Source: an optimization exercise on an open RTL-to-GDS flow (aim: small area and a short achievable clock period). Production flows keep margins and buffers that such runs may drop.
Only simulation tests tie the RTL to the original design; equivalence was not proved.
No activity file was given, so power comes from the tool's default toggle rates.

==> trial 40: inputs <==
Design boot_loader_top, start of the top module:
module boot_loader_top (
    input  logic        clk,
    input  logic        resetn,
    input  logic        uart_rxd,
    input  logic        uart_rx_en,
    output logic        uart_rx_valid,
    output logic        uart_rx_break,
    output loader_pkg::uart_byte_t  uart_rx_data,
    input  logic        fetch_en,
    input  loader_pkg::imem_addr_t  fetch_addr,
    output loader_pkg::imem_word_t  fetch_data,
    output loader_pkg::word_count_t word_count,
    output logic        write_done
);
    logic       wr_en;
    loader_pkg::imem_addr_t wr_addr;
    loader_pkg::imem_word_t wr_data;
    uart_rx u_uart_rx (
        .clk        (clk),
        .resetn     (resetn),
        .uart_rxd   (uart_rxd),
        .uart_rx_en (uart_rx_en),
        .rx_valid   (uart_rx_valid),
        .rx_break   (uart_rx_break),
        .rx_data    (uart_rx_data)
    );
    word_loader u_word_loader (
        .clk        (clk),
        .resetn     (resetn),
        .rx_valid   (uart_rx_valid),
        .rx_data    (uart_rx_data),
        .wr_en      (wr_en),
        .wr_addr    (wr_addr),
        .wr_data    (wr_data),
        .word_count (word_count),
        .write_done (write_done)
    );
    imem_sram u_imem_sram (
        .clk        (clk),
        .resetn     (resetn),
        .wr_en      (wr_en),
  ...
==> module imem_sram, before the edit <==
module imem_sram (
    input  logic       clk,
    input  logic       resetn,
    input  logic       wr_en,
    input  loader_pkg::imem_addr_t wr_addr,
    input  loader_pkg::imem_word_t wr_data,
    input  logic       fetch_en,
    input  loader_pkg::imem_addr_t fetch_addr,
    output loader_pkg::imem_word_t fetch_data    
);
    localparam int N = 16;                        
    localparam int W = 32;
    logic [N-1:0] phase;                          
    logic       wr_pend;
    logic       wr_wait;                          
    logic [N-1:0] wr_take;                        
    logic [N-1:0][N-1:0][W-1:0] ring_n;           
    logic [N-1:0] ring_sel_n;                     
    logic [N-1:0] place_sel;                      
    logic [N-1:0][W-1:0] place_word;              
    loader_pkg::imem_word_t read_word;
    always_ff @(posedge clk) begin
        if (!resetn) begin
            phase <= N'(1);
        end else begin
            phase <= {phase[N-2:0], phase[N-1]};
        end
    end
    assign wr_wait = wr_en || wr_pend;
    always_ff @(posedge clk) begin
        if (!resetn) begin
            wr_pend <= 1'b0;
            wr_take <= '0;
        end else begin
            wr_pend <= wr_wait && !(|wr_take);
            for (int r = 0; r < N; r++) begin
                wr_take[r] <= wr_wait && !(|wr_take) && (wr_addr[7:4] == r)
                              && phase[(~wr_addr[3:0] - 4'd1) & 4'hf];
            end
        end
    end
    for (genvar r = 0; r < N; r++) begin : g_ring
        logic take;
        logic take_n;
        loader_pkg::imem_word_t ring_in;
        assign take   = wr_take[r];
        assign take_n = !wr_take[r];
        for (genvar b = 0; b < W; b++) begin : g_in
            rd_ao22 u_in (.a1(~wr_data[b]), .a2(take), .b1(ring_n[r][N-1][b]), .b2(take_n), .y(ring_in[b]));
        end
        always_ff @(posedge clk) begin
            ring_n[r][0] <= ring_in;
            for (int p = 1; p < N; p++) begin
                ring_n[r][p] <= ring_n[r][p-1];
            end
        end
    end
    imem_ring_dec u_ring_dec (
        .addr  (fetch_addr[7:4]),
        .sel_n (ring_sel_n)
    );
    imem_place_dec u_place_dec (
        .addr  (fetch_addr[3:0]),
        .phase (phase),
        .sel   (place_sel)
    );
    for (genvar p = 0; p < N; p++) begin : g_place
        for (genvar b = 0; b < W; b++) begin : g_bit
            logic [7:0] pair;    
            for (genvar i = 0; i < 8; i++) begin : g_pair
                rd_oai22 u (.a1(ring_n[2*i][p][b]), .a2(ring_sel_n[2*i]),
                            .b1(ring_n[2*i+1][p][b]), .b2(ring_sel_n[2*i+1]), .y(pair[i]));
            end
            rd_or8 u_or (.x(pair), .y(place_word[p][b]));
        end
    end
    for (genvar b = 0; b < W; b++) begin : g_bit
        logic [N-1:0] col;
        logic [1:0]   half;
        for (genvar p = 0; p < N; p++) begin : g_col
            assign col[p] = place_word[p][b];
        end
        rd_andor8 u_lo (.x(col[7:0]),  .s(place_sel[7:0]),  .y(half[0]));
        rd_andor8 u_hi (.x(col[15:8]), .s(place_sel[15:8]), .y(half[1]));
        assign read_word[b] = half[0] | half[1];
    end
    always_ff @(posedge clk) begin
        if (fetch_en) begin
            fetch_data <= (fetch_addr == wr_addr) ? wr_data : read_word;
        end
    end
endmodule
==> module imem_ring_dec, before the edit <==
module imem_ring_dec (
    input  logic [3:0]  addr,
    output logic [15:0] sel_n
);
    always_comb begin
        for (int r = 0; r < 16; r++) begin
            sel_n[r] = (addr != r);
        end
    end
endmodule
==> module imem_place_dec, before the edit <==
module imem_place_dec (
    input  logic [3:0]  addr,
    input  logic [15:0] phase,
    output logic [15:0] sel
);
    logic [15:0] addr_hot;
    always_comb begin
        for (int i = 0; i < 16; i++) begin
            addr_hot[i] = (addr == i);
        end
        for (int p = 0; p < 16; p++) begin
            sel[p] = 1'b0;
            for (int i = 0; i < 16; i++) begin
                sel[p] = sel[p] | (addr_hot[i] & phase[(p - i + 16) % 16]);
            end
        end
    end
endmodule
==> module rd_or8, before the edit <==
module rd_or8 (input logic [7:0] x, output logic y);
    assign y = |x;
endmodule
Settings: LEC_CHECK=0, CAP_MARGIN=20, CORE_MARGIN=2, CORE_UTILIZATION=60, CTS_CLUSTER_DIAMETER=80, CTS_CLUSTER_SIZE=30, SETUP_SLACK_MARGIN=2.3, SLEW_MARGIN=20, SYNTH_HIERARCHICAL=1, SYNTH_MEMORY_MAX_BITS=16384; clock period 5.0 ns.
run.sh (not shown) runs the stock make flow with config.mk's settings and CLKGATE_MAP_FILE= SYNTH_SCRIPT=/design/flow/synth_recipe.tcl, a recipe that flattens the netlist after the stock synthesis.
==> trial 75 (differences from trial 40) <==
--- a/flow/design.v
+++ b/flow/design.v
@@ -110,33 +110,34 @@
     input  logic        clk,
     input  logic        resetn,
     input  logic        rx_valid,
     input  loader_pkg::uart_byte_t  rx_data,
     output logic        wr_en,        
-    output loader_pkg::imem_addr_t  wr_addr,      
-    output loader_pkg::imem_word_t  wr_data,      
+    output loader_pkg::imem_addr_t  wr_addr,
+    output loader_pkg::imem_word_t  wr_data,
     output loader_pkg::word_count_t word_count,   
     output logic        write_done    
 );
     localparam loader_pkg::byte_lane_t LANE_LAST = loader_pkg::byte_lane_t'(4 - 1);
     loader_pkg::byte_lane_t lane;         
-    logic [23:0] word_buf;                
+    loader_pkg::imem_word_t word_buf;     
     loader_pkg::imem_word_t word_next;    
     logic       mem_full;
     logic       accept;
     logic       word_full;
-    logic       word_end;
     assign mem_full  = (word_count == loader_pkg::word_count_t'(256));
     assign accept    = rx_valid && !write_done && !mem_full;
     assign word_full = accept && (lane == LANE_LAST);   
-    assign word_next = {rx_data, word_buf};
-    assign word_end  = (word_next == 32'hffff_ffff);
-    always_ff @(posedge clk) begin
-        if (accept && lane != LANE_LAST) begin
-            word_buf[lane*8 +: 8] <= rx_data;
-        end
-        if (word_full && !word_end) begin
+    always_comb begin
+        word_next = word_buf;
+        word_next[lane*8 +: 8] = rx_data;
+    end
+    always_ff @(posedge clk) begin
+        if (accept) begin
+            word_buf <= word_next;
+        end
+        if (word_full) begin
             wr_data <= word_next;
             wr_addr <= word_count[8-1:0];   
         end
     end
     always_ff @(posedge clk) begin
@@ -152,11 +153,11 @@
             end
             if (accept) begin
                 lane <= lane + 1'b1;   
             end
             if (word_full) begin
-                if (word_end) begin
+                if (word_next == 32'hffff_ffff) begin
                     write_done <= 1'b1;
                 end else begin
                     wr_en      <= 1'b1;
                     word_count <= word_count + 1'b1;
                 end
@@ -165,139 +166,28 @@
     end
 endmodule
 `timescale 1ns/1ps
 module imem_sram (
     input  logic       clk,
-    input  logic       resetn,
     input  logic       wr_en,
     input  loader_pkg::imem_addr_t wr_addr,
     input  loader_pkg::imem_word_t wr_data,
     input  logic       fetch_en,
     input  loader_pkg::imem_addr_t fetch_addr,
     output loader_pkg::imem_word_t fetch_data    
 );
-    localparam int N = 16;                        
-    localparam int W = 32;
-    logic [N-1:0] phase;                          
-    logic       wr_pend;
-    logic       wr_wait;                          
-    logic [N-1:0] wr_take;                        
-    logic [N-1:0][N-1:0][W-1:0] ring_n;           
-    logic [N-1:0] ring_sel_n;                     
-    logic [N-1:0] place_sel;                      
-    logic [N-1:0][W-1:0] place_word;              
-    loader_pkg::imem_word_t read_word;
-    always_ff @(posedge clk) begin
-        if (!resetn) begin
-            phase <= N'(1);
-        end else begin
-            phase <= {phase[N-2:0], phase[N-1]};
-        end
-    end
-    assign wr_wait = wr_en || wr_pend;
-    always_ff @(posedge clk) begin
-        if (!resetn) begin
-            wr_pend <= 1'b0;
-            wr_take <= '0;
-        end else begin
-            wr_pend <= wr_wait && !(|wr_take);
-            for (int r = 0; r < N; r++) begin
-                wr_take[r] <= wr_wait && !(|wr_take) && (wr_addr[7:4] == r)
-                              && phase[(~wr_addr[3:0] - 4'd1) & 4'hf];
-            end
-        end
-    end
-    for (genvar r = 0; r < N; r++) begin : g_ring
-        logic take;
-        logic take_n;
-        loader_pkg::imem_word_t ring_in;
-        assign take   = wr_take[r];
-        assign take_n = !wr_take[r];
-        for (genvar b = 0; b < W; b++) begin : g_in
-            rd_ao22 u_in (.a1(~wr_data[b]), .a2(take), .b1(ring_n[r][N-1][b]), .b2(take_n), .y(ring_in[b]));
-        end
-        always_ff @(posedge clk) begin
-            ring_n[r][0] <= ring_in;
-            for (int p = 1; p < N; p++) begin
-                ring_n[r][p] <= ring_n[r][p-1];
-            end
-        end
-    end
-    imem_ring_dec u_ring_dec (
-        .addr  (fetch_addr[7:4]),
-        .sel_n (ring_sel_n)
-    );
-    imem_place_dec u_place_dec (
-        .addr  (fetch_addr[3:0]),
-        .phase (phase),
-        .sel   (place_sel)
-    );
-    for (genvar p = 0; p < N; p++) begin : g_place
-        for (genvar b = 0; b < W; b++) begin : g_bit
-            logic [7:0] pair;    
-            for (genvar i = 0; i < 8; i++) begin : g_pair
-                rd_oai22 u (.a1(ring_n[2*i][p][b]), .a2(ring_sel_n[2*i]),
-                            .b1(ring_n[2*i+1][p][b]), .b2(ring_sel_n[2*i+1]), .y(pair[i]));
-            end
-            rd_or8 u_or (.x(pair), .y(place_word[p][b]));
-        end
-    end
-    for (genvar b = 0; b < W; b++) begin : g_bit
-        logic [N-1:0] col;
-        logic [1:0]   half;
-        for (genvar p = 0; p < N; p++) begin : g_col
-            assign col[p] = place_word[p][b];
-        end
-        rd_andor8 u_lo (.x(col[7:0]),  .s(place_sel[7:0]),  .y(half[0]));
-        rd_andor8 u_hi (.x(col[15:8]), .s(place_sel[15:8]), .y(half[1]));
-        assign read_word[b] = half[0] | half[1];
+    loader_pkg::imem_word_t mem [256];   
+    always_ff @(posedge clk) begin
+        if (wr_en) begin
+            mem[wr_addr] <= wr_data;   
+        end
     end
     always_ff @(posedge clk) begin
         if (fetch_en) begin
-            fetch_data <= (fetch_addr == wr_addr) ? wr_data : read_word;
-        end
-    end
-endmodule
-module imem_ring_dec (
-    input  logic [3:0]  addr,
-    output logic [15:0] sel_n
-);
-    always_comb begin
-        for (int r = 0; r < 16; r++) begin
-            sel_n[r] = (addr != r);
-        end
-    end
-endmodule
-module imem_place_dec (
-    input  logic [3:0]  addr,
-    input  logic [15:0] phase,
-    output logic [15:0] sel
-);
-    logic [15:0] addr_hot;
-    always_comb begin
-        for (int i = 0; i < 16; i++) begin
-            addr_hot[i] = (addr == i);
-        end
-        for (int p = 0; p < 16; p++) begin
-            sel[p] = 1'b0;
-            for (int i = 0; i < 16; i++) begin
-                sel[p] = sel[p] | (addr_hot[i] & phase[(p - i + 16) % 16]);
-            end
-        end
-    end
-endmodule
-module rd_ao22 (input logic a1, input logic a2, input logic b1, input logic b2, output logic y);
-    assign y = (a1 & a2) | (b1 & b2);
-endmodule
-module rd_oai22 (input logic a1, input logic a2, input logic b1, input logic b2, output logic y);
-    assign y = ~((a1 | a2) & (b1 | b2));
-endmodule
-module rd_or8 (input logic [7:0] x, output logic y);
-    assign y = |x;
-endmodule
-module rd_andor8 (input logic [7:0] x, input logic [7:0] s, output logic y);
-    assign y = |(x & s);
+            fetch_data <= mem[fetch_addr];
+        end
+    end
 endmodule
 `timescale 1ns/1ps
 module boot_loader_top (
     input  logic        clk,
     input  logic        resetn,
@@ -335,11 +225,10 @@
         .word_count (word_count),
         .write_done (write_done)
     );
     imem_sram u_imem_sram (
         .clk        (clk),
-        .resetn     (resetn),
         .wr_en      (wr_en),
         .wr_addr    (wr_addr),
         .wr_data    (wr_data),
         .fetch_en   (fetch_en),
         .fetch_addr (fetch_addr),
- CORE_UTILIZATION: 60 -> 30
- CTS_CLUSTER_DIAMETER: 80 -> default
- CTS_CLUSTER_SIZE: 30 -> default
- SETUP_SLACK_MARGIN: 2.3 -> default
- SYNTH_HIERARCHICAL: 1 -> default
==> trial 28 (differences from trial 40) <==
--- a/flow/design.v
+++ b/flow/design.v
@@ -179,15 +179,17 @@
     localparam int W = 32;
     logic [N-1:0] phase;                          
     logic       wr_pend;
     logic       wr_wait;                          
     logic [N-1:0] wr_take;                        
-    logic [N-1:0][N-1:0][W-1:0] ring_n;           
-    logic [N-1:0] ring_sel_n;                     
-    logic [N-1:0] place_sel;                      
-    logic [N-1:0][W-1:0] place_word;              
+    logic [N-1:0][N-1:0][W-1:0] ring;             
+    logic [N-1:0] ring_sel;                       
+    logic [N-1:0] place_sel_n;                    
+    logic       bypass;
+    logic [N-1:0][W-1:0] place_word_n;            
     loader_pkg::imem_word_t read_word;
+    loader_pkg::imem_word_t by_word;
     always_ff @(posedge clk) begin
         if (!resetn) begin
             phase <= N'(1);
         end else begin
             phase <= {phase[N-2:0], phase[N-1]};
@@ -211,94 +213,111 @@
         logic take_n;
         loader_pkg::imem_word_t ring_in;
         assign take   = wr_take[r];
         assign take_n = !wr_take[r];
         for (genvar b = 0; b < W; b++) begin : g_in
-            rd_ao22 u_in (.a1(~wr_data[b]), .a2(take), .b1(ring_n[r][N-1][b]), .b2(take_n), .y(ring_in[b]));
+            rd_ao22 u_in (.a1(wr_data[b]), .a2(take), .b1(ring[r][N-1][b]), .b2(take_n), .y(ring_in[b]));
         end
         always_ff @(posedge clk) begin
-            ring_n[r][0] <= ring_in;
+            ring[r][0] <= ring_in;
             for (int p = 1; p < N; p++) begin
-                ring_n[r][p] <= ring_n[r][p-1];
+                ring[r][p] <= ring[r][p-1];
             end
         end
     end
     imem_ring_dec u_ring_dec (
-        .addr  (fetch_addr[7:4]),
-        .sel_n (ring_sel_n)
+        .addr (fetch_addr[7:4]),
+        .sel  (ring_sel)
     );
+    assign bypass = (fetch_addr == wr_addr);
     imem_place_dec u_place_dec (
-        .addr  (fetch_addr[3:0]),
-        .phase (phase),
-        .sel   (place_sel)
+        .addr   (fetch_addr[3:0]),
+        .phase  (phase),
+        .bypass (bypass),
+        .sel_n  (place_sel_n)
     );
     for (genvar p = 0; p < N; p++) begin : g_place
         for (genvar b = 0; b < W; b++) begin : g_bit
-            logic [7:0] pair;    
-            for (genvar i = 0; i < 8; i++) begin : g_pair
-                rd_oai22 u (.a1(ring_n[2*i][p][b]), .a2(ring_sel_n[2*i]),
-                            .b1(ring_n[2*i+1][p][b]), .b2(ring_sel_n[2*i+1]), .y(pair[i]));
+            logic [N-1:0] col;
+            logic [1:0]   half;
+            for (genvar r = 0; r < N; r++) begin : g_col
+                assign col[r] = ring[r][p][b];
             end
-            rd_or8 u_or (.x(pair), .y(place_word[p][b]));
+            rd_andor8 u_lo (.x(col[7:0]),  .s(ring_sel[7:0]),  .y(half[0]));
+            rd_andor8 u_hi (.x(col[15:8]), .s(ring_sel[15:8]), .y(half[1]));
+            rd_nor2   u_or (.a(half[0]), .b(half[1]), .y(place_word_n[p][b]));
         end
     end
     for (genvar b = 0; b < W; b++) begin : g_bit
-        logic [N-1:0] col;
-        logic [1:0]   half;
-        for (genvar p = 0; p < N; p++) begin : g_col
-            assign col[p] = place_word[p][b];
-        end
-        rd_andor8 u_lo (.x(col[7:0]),  .s(place_sel[7:0]),  .y(half[0]));
-        rd_andor8 u_hi (.x(col[15:8]), .s(place_sel[15:8]), .y(half[1]));
-        assign read_word[b] = half[0] | half[1];
+        logic [7:0] pair;    
+        logic [3:0] quad_n;
+        for (genvar i = 0; i < 8; i++) begin : g_pair
+            rd_oai22 u (.a1(place_word_n[2*i][b]), .a2(place_sel_n[2*i]),
+                        .b1(place_word_n[2*i+1][b]), .b2(place_sel_n[2*i+1]), .y(pair[i]));
+        end
+        assign by_word[b] = bypass & wr_data[b];
+        rd_nor3 u_q0 (.a(pair[0]), .b(pair[1]), .c(by_word[b]), .y(quad_n[0]));
+        rd_nor2 u_q1 (.a(pair[2]), .b(pair[3]), .y(quad_n[1]));
+        rd_nor2 u_q2 (.a(pair[4]), .b(pair[5]), .y(quad_n[2]));
+        rd_nor2 u_q3 (.a(pair[6]), .b(pair[7]), .y(quad_n[3]));
+        rd_nand4 u_or (.a(quad_n[0]), .b(quad_n[1]), .c(quad_n[2]), .d(quad_n[3]), .y(read_word[b]));
     end
     always_ff @(posedge clk) begin
         if (fetch_en) begin
-            fetch_data <= (fetch_addr == wr_addr) ? wr_data : read_word;
+            fetch_data <= read_word;
         end
     end
 endmodule
 module imem_ring_dec (
     input  logic [3:0]  addr,
-    output logic [15:0] sel_n
+    output logic [15:0] sel
 );
     always_comb begin
         for (int r = 0; r < 16; r++) begin
-            sel_n[r] = (addr != r);
+            sel[r] = (addr == r);
         end
     end
 endmodule
 module imem_place_dec (
     input  logic [3:0]  addr,
     input  logic [15:0] phase,
-    output logic [15:0] sel
+    input  logic        bypass,
+    output logic [15:0] sel_n
 );
     logic [15:0] addr_hot;
+    logic [15:0] sel;
     always_comb begin
         for (int i = 0; i < 16; i++) begin
             addr_hot[i] = (addr == i);
         end
         for (int p = 0; p < 16; p++) begin
             sel[p] = 1'b0;
             for (int i = 0; i < 16; i++) begin
                 sel[p] = sel[p] | (addr_hot[i] & phase[(p - i + 16) % 16]);
             end
+            sel_n[p] = !(sel[p] && !bypass);
         end
     end
 endmodule
 module rd_ao22 (input logic a1, input logic a2, input logic b1, input logic b2, output logic y);
     assign y = (a1 & a2) | (b1 & b2);
 endmodule
 module rd_oai22 (input logic a1, input logic a2, input logic b1, input logic b2, output logic y);
     assign y = ~((a1 | a2) & (b1 | b2));
 endmodule
-module rd_or8 (input logic [7:0] x, output logic y);
-    assign y = |x;
-endmodule
 module rd_andor8 (input logic [7:0] x, input logic [7:0] s, output logic y);
     assign y = |(x & s);
 endmodule
+module rd_nor2 (input logic a, input logic b, output logic y);
+    assign y = ~(a | b);
+endmodule
+module rd_nor3 (input logic a, input logic b, input logic c, output logic y);
+    assign y = ~(a | b | c);
+endmodule
+module rd_nand4 (input logic a, input logic b, input logic c, input logic d, output logic y);
+    assign y = ~(a & b & c & d);
+endmodule
 `timescale 1ns/1ps
 module boot_loader_top (
     input  logic        clk,
     input  logic        resetn,
     input  logic        uart_rxd,
- SETUP_SLACK_MARGIN: 2.3 -> 2.5
==> summary.md <==
| Metric | Value |
|---|---|
| Nonclk inv count | 76 |
| Initial core utilization | 60.3% |
| Run status | complete, no violations |
| Mux cell area share after synthesis | 0.424% |
| Syn Nets | 15700 |
| Power per standard cell area | 412 nW/um^2 |
| VDD IR-drop max | 0.000359 V |
(the above is from trial 40)
==> summary.md <==
| Metric | Value |
|---|---|
| Run status | complete, no violations |
| VDD IR-drop max | 0.000436 V |
| Nonclk inv count | 22 |
| Syn Nets | 14400 |
(the above is from trial 75)
==> summary.md <==
| Metric | Value |
|---|---|
| Run status | complete, no violations |
| VDD IR-drop max | 0.000352 V |
| Power per standard cell area | 414 nW/um^2 |
| Mux cell area share after synthesis | 0.351% |
| Syn Nets | 15500 |
(the above is from trial 28)

## separate check: timing with driven ports
Ports are ideal in the flow. The routed layouts listed here were re-timed in OpenROAD.
Step 1: set_driving_cell puts a clkbuf_16 on clk and a buf_2 on each other input, an assumption about the parent block.
Step 2 also shifts input and output timing later by t, the mid clock arrival at the registers, as if the neighbouring blocks saw the same clock.
a / b / c = no drivers / after step 1 / after step 2; a / b = the first two.
| run | shift t [ns] | setup slack, ns | hold WS [ns] | worst setup path at the end | clock arrival spread, ns |
|---|---|---|---|---|---|
| trial 40 | 1.091 | 1.996 / 2.005 / 0.915 | 0.328 / 0.328 / 0.328 | input to register | 0.065 / 0.065 |
| trial 75 | 1.314 | 0.588 / 0.588 / -0.478 | 0.479 / 0.390 / 0.479 | input to register | 0.097 / 0.096 |
| trial 28 | 1.091 | 1.967 / 1.967 / 0.970 | 0.327 / 0.327 / 0.327 | input to register | 0.056 / 0.057 |
With both steps, setup timing fails in trial 75, where it was met with ideal ports. The setup slack of trial 40, which loses most, moves by +0.009 ns with the drivers and by -1.081 ns with both steps.
